What follows belongs to an exercise in optimizing a design on an open flow for small area, a short achievable clock period and few clock cycles; a production flow would make more cautious choices.
Function was checked by simulation only, so behaviour that the tests miss may differ from the original.
No activity file was given, so power comes from the tool's default toggle rates.

==> v33: inputs <==
Design cpu_top, start of the top module:
module cpu_top #(
	parameter int IMEM_DEPTH = 64
) (
	input logic clk,
	input logic reset,
	input logic psel,
	input logic penable,
	input logic pwrite,
	input logic [7:0] paddr,
	input logic [15:0] pwdata,
	output logic [15:0] prdata,
	output logic pready,
	output logic pslverr,
	input logic [15:0] in_value,
	output logic [15:0] out_value,
	output logic out_valid,
	output logic [2:0] flags  
);
==> flow/config.mk <==
export PLATFORM = sky130hd
export DESIGN_NAME = cpu_top
export DESIGN_NICKNAME = cpu_top
export VERILOG_FILES = /design/flow/design.v
export SDC_FILE = /design/flow/constraint.sdc
export NUM_CORES = 4
export LEC_CHECK = 0
export CAP_MARGIN = 20
export CORE_MARGIN = 2
export CORE_UTILIZATION = 67
export CTS_CLUSTER_DIAMETER = 80
export CTS_CLUSTER_SIZE = 20
export SETUP_SLACK_MARGIN = 4.9
export SLEW_MARGIN = 20
==> flow/constraint.sdc <==
create_clock -name core_clock -period 8.0 [get_ports {clk}]
set_input_delay 1.6000 -clock core_clock [delete_from_list [all_inputs] [get_ports {clk}]]
set_output_delay 1.6000 -clock core_clock [all_outputs]
set_load 0.01 [all_outputs]
run.sh (not shown) runs the stock make flow with config.mk's settings and CLKGATE_MAP_FILE= SYNTH_SCRIPT=/design/flow/synth_recipe.tcl, a recipe that flattens the netlist after the stock synthesis.
==> v36 (differences from v33) <==
--- a/flow/design.v
+++ b/flow/design.v
@@ -102,46 +102,43 @@
 	input logic clk,
 	input logic go,  
 	input logic xv,  
 	input logic [cpu_pkg::WORD_W-1:0] pwdata,
 	input logic [5:0] apb_word,
 	input logic apb_write,  
-	input logic refill,  
 	output logic apb_at_tap,  
 	output logic [cpu_pkg::WORD_W-1:0] tap_word,
 	output logic [cpu_pkg::CTL_W-1:0] bnd,
 	output logic [cpu_pkg::WORD_W-1:0] bnd_imm,
 	output logic d_hlt
 );
 	localparam int NPOS = 32;
 	logic [NPOS*WORD_W-1:0] ring_e;
 	logic [NPOS*WORD_W-1:0] ring_o;
 	logic [4:0] u;
 	logic [4:0] u_dec;
 	logic [4:0] apb_pos;
-	logic apb_bank;  
 	logic [1:0] tap;
 	logic [3:0] wr_e;
 	logic [3:0] wr_o;
 	always_ff @(posedge clk) begin
 		apb_pos <= apb_word[5:1] + u_dec;
-		apb_bank <= apb_word[0];
 	end
 	assign apb_at_tap = (apb_pos[2:0] == 3'd1);
 	assign tap = apb_pos[4:3];
 	always_comb begin
 		case (tap)
-			2'd0: tap_word = apb_bank ? ring_o[1*WORD_W +: WORD_W] : ring_e[1*WORD_W +: WORD_W];
-			2'd1: tap_word = apb_bank ? ring_o[9*WORD_W +: WORD_W] : ring_e[9*WORD_W +: WORD_W];
-			2'd2: tap_word = apb_bank ? ring_o[17*WORD_W +: WORD_W] : ring_e[17*WORD_W +: WORD_W];
-			default: tap_word = apb_bank ? ring_o[25*WORD_W +: WORD_W] : ring_e[25*WORD_W +: WORD_W];
+			2'd0: tap_word = apb_word[0] ? ring_o[1*WORD_W +: WORD_W] : ring_e[1*WORD_W +: WORD_W];
+			2'd1: tap_word = apb_word[0] ? ring_o[9*WORD_W +: WORD_W] : ring_e[9*WORD_W +: WORD_W];
+			2'd2: tap_word = apb_word[0] ? ring_o[17*WORD_W +: WORD_W] : ring_e[17*WORD_W +: WORD_W];
+			default: tap_word = apb_word[0] ? ring_o[25*WORD_W +: WORD_W] : ring_e[25*WORD_W +: WORD_W];
 		endcase
 	end
 	for (genvar j = 0; j < 4; j++) begin : g_wr
-		assign wr_e[j] = apb_write & (tap == j) & ~apb_bank;
-		assign wr_o[j] = apb_write & (tap == j) & apb_bank;
+		assign wr_e[j] = apb_write & (tap == j) & ~apb_word[0];
+		assign wr_o[j] = apb_write & (tap == j) & apb_word[0];
 	end
 	always_ff @(posedge clk) begin
 		u <= u_dec;
 	end
 	assign u_dec = u - 1'b1;
 	for (genvar i = 0; i < NPOS; i++) begin : g_ring
@@ -158,22 +155,16 @@
 		end
 	end
 	logic [6:0] fk;
 	logic [4:0] pos;
 	logic [WORD_W-1:0] f_e;
 	logic [WORD_W-1:0] f_o;
-	logic [6:0] fk_n;
-	logic [4:0] pos_n;
 	logic [NPOS-1:0] pos_oh;
 	logic [WORD_W-1:0] r_e;
 	logic [WORD_W-1:0] r_o;
-	always_ff @(posedge clk) begin
-		fk <= fk_n;
-		pos <= pos_n;
-		pos_oh <= (fk_n[6:5] != 2'b00) ? '0 : (NPOS'(1) << pos_n);
-	end
+	assign pos_oh = (fk[6:5] != 2'b00) ? '0 : (NPOS'(1) << pos);
 	always_comb begin
 		r_e = '0;
 		r_o = '0;
 		for (int i = 0; i < NPOS; i++) begin
 			r_e = r_e | ({WORD_W{pos_oh[i]}} & ring_e[i*WORD_W +: WORD_W]);
 			r_o = r_o | ({WORD_W{pos_oh[i]}} & ring_o[i*WORD_W +: WORD_W]);
@@ -236,54 +227,46 @@
 	assign n1[2] = c4 ? q3s : (c3 ? f_e : f_o);
 	assign n1[3] = f_o;
 	assign n2[0] = c3 ? q2s : f_e;
 	assign n2[1] = c4 ? q3s : (c3 ? f_e : f_o);
 	assign n2[2] = c4 ? f_e : f_o;
 	assign n2[3] = f_o;
-	always_comb begin
-		if (!go) begin
-			if (tog || refill) begin
-				fk_n = 7'd0;
-				pos_n = u_dec;  
-			end else begin
-				fk_n = 7'd1;
-				pos_n = u;  
-			end
-		end else if (!xv) begin
-			fk_n = 7'd2;  
-			pos_n = u + 1'b1;
-		end else if (two || !c4) begin
-			fk_n = fk + 1'b1;
-			pos_n = pos;
-		end else begin
-			fk_n = fk;
-			pos_n = pos - 1'b1;
-		end
-	end
 	always_ff @(posedge clk) begin
 		if (!go) begin
 			cnt <= 3'd4;
 			if (!tog) begin
 				q[0] <= f_e;
 				q[1] <= f_o;
 			end else begin
 				q[2] <= f_e;
 				q[3] <= f_o;
 			end
-			tog <= ~tog & ~refill;
+			if (tog || apb_write) begin
+				tog <= 1'b0;
+				fk <= 7'd0;
+				pos <= u_dec;  
+			end else begin
+				tog <= 1'b1;
+				fk <= 7'd1;
+				pos <= u;  
+			end
 		end else begin
 			for (int j = 0; j < 4; j++) begin
 				q[j] <= two ? n2[j] : n1[j];
 			end
 			tog <= 1'b0;
 			if (!xv) begin
 				cnt <= two ? 3'd2 : 3'd3;
+				fk <= 7'd2;
+				pos <= u + 1'b1;
 			end else if (two || !c4) begin
 				cnt <= two ? cnt : cnt + 1'b1;
+				fk <= fk + 1'b1;
 			end else begin
 				cnt <= 3'd3;
+				pos <= pos - 1'b1;
 			end
 		end
 	end
 endmodule
 module word_decode (
 	input logic [cpu_pkg::WORD_W-1:0] w,
@@ -541,80 +524,58 @@
 	logic start_d;
 	logic running_d;
 	logic halted_d;
 	assign ctrl_sel = (paddr == CTRL_ADDR);
 	assign imem_sel = (paddr[7:6] == 2'b00);
 	assign cap_err = ~ctrl_sel & (~imem_sel | (pwrite & running));
-	logic acc_q;  
-	logic memw_q;  
-	logic memr_q;  
-	logic cap_mem;
-	assign cap_mem = acc_q & ~rdy & apb_at_tap & ((memw_q & ~running) | memr_q);
-	assign capture = (psel & ~rdy & (ctrl_sel | cap_err)) | cap_mem;
-	assign mem_wr = cap_mem & memw_q;
+	assign capture = psel & ~rdy & (ctrl_sel | cap_err | (penable & apb_at_tap));
+	assign mem_wr = capture & imem_sel & pwrite & ~cap_err;
 	assign start_d = capture & ctrl_sel & pwrite & pwdata[0] & ~running & ~reset;
-	logic stale;  
-	logic late_q;  
-	logic start_now;
-	assign start_now = start_d & ~stale;
 	always_ff @(posedge clk) begin
 		if (reset) begin
 			rdy <= 1'b0;
 			err_q <= 1'b0;
 			start_q <= 1'b0;
-			late_q <= 1'b0;
-			acc_q <= 1'b0;
 		end else begin
-			acc_q <= psel & ~(penable & rdy);
 			rdy <= capture;
 			err_q <= cap_err;
-			start_q <= start_now;
-			late_q <= start_d & stale;
+			start_q <= start_d;
 		end
 	end
 	always_ff @(posedge clk) begin
-		memw_q <= pwrite & imem_sel;
-		memr_q <= ~pwrite & imem_sel;
-	end
-	always_ff @(posedge clk) begin
 		rdata_q <= ctrl_sel ? {{(WORD_W-2){1'b0}}, halted_d, running_d} : tap_word;
 	end
 	assign pready = rdy;
 	assign pslverr = err_q;
 	assign prdata = rdata_q;
 	logic x_hlt;
 	assign xv = start_q | running;
 	assign halt_now = xv & (d_hlt | x_hlt);
-	assign go = ~reset & (start_now | late_q | (xv & ~halt_now));
+	assign go = ~reset & (start_d | (xv & ~halt_now));
 	always_comb begin
 		running_d = running;
 		halted_d = halted;
 		if (reset) begin
 			running_d = 1'b0;
 			halted_d = 1'b0;
 		end else if (xv) begin
 			running_d = ~halt_now;
 			halted_d = halt_now;
-		end else if (late_q) begin
-			running_d = 1'b1;
-			halted_d = 1'b0;
 		end
 	end
 	always_ff @(posedge clk) begin
-		stale <= reset;
 		running <= running_d;
 		halted <= halted_d;
 	end
 	fetch_decode u_fetch (
 		.clk(clk),
 		.go(go),
 		.xv(xv),
 		.pwdata(pwdata),
 		.apb_word(paddr[5:0]),
 		.apb_write(mem_wr),
-		.refill(mem_wr | reset | halt_now),
 		.apb_at_tap(apb_at_tap),
 		.tap_word(tap_word),
 		.bnd(bnd),
 		.bnd_imm(bnd_imm),
 		.d_hlt(d_hlt)
 	);
Settings changed: CORE_UTILIZATION 67 to 62, SETUP_SLACK_MARGIN 4.9 to 4.7.
==> qor summary <==
item	v33	v36
Number of library cell types mapped by synthesis	90	97
Count of plain and timing-repair buffers	345	383
Launching instance or port of the critical path	pwrite	u_fetch.pos[0]$_DFFE_PP_
Run status	complete, no violations	complete, no violations
Power density of the placed cells	215 nW/um^2	230 nW/um^2
Global routing usage on met1	0.532	0.512
Clock buf/inv share	0.0399	0.0388
Chip height	277 um	287 um
Pin count of the biggest net entering global routing	83	47
Power in combinational cells	720 uW	1.75 mW
Number of gates on the worst path with buffers counted	10	11
Met2 wire length	75.7 mm	84.0 mm
Worst Tran Pin Value	1.18 ns	1.17 ns
Max Fanout on Critical Path	6	32
Die width	277 um	287 um
Hold EP	u_fetch.ring_o[179]$_DFF_P_	u_fetch.ring_e[155]$_DFF_P_
Finished Cell Area	57400 sq um	58600 sq um
Testbench counts of v33, summed over its fixed seeds: cycles 7,164.
Testbench counts of v36, summed over its fixed seeds: cycles 7,164.

==> static timing again, ports no longer ideal <==
In the flow no input, the clock included, has a driving cell. The finished layouts below were timed again as built, in two steps. Step 1 assumes that a clkbuf_16 drives the clock port and a buf_2 every other input. Step 2 moves the port delays by t, midway between the first and last clock arrival at a register: inputs arrive t later, outputs are due t later. That takes back most of the time a late clock gives input paths. a / b / c = no drivers / after step 1 / after step 2; a / b = the first two.
run | t (ns) | setup slack, ns | worst hold slack (ns) | worst register clock-pin slew, ns | worst data-port slew with drivers (ns)
v33 | 0.728 | 4.533 / 4.537 / 3.810 | 0.326 / 0.326 / 0.326 | 0.09 / 0.09 | 0.11
v36 | 0.730 | 4.523 / 4.523 / 4.039 | 0.336 / 0.336 / 0.336 | 0.09 / 0.09 | 0.08
After both steps every run listed still meets setup and hold. The setup slack of v33, which loses most, moves by +0.004 ns with the drivers and by -0.723 ns with both steps.
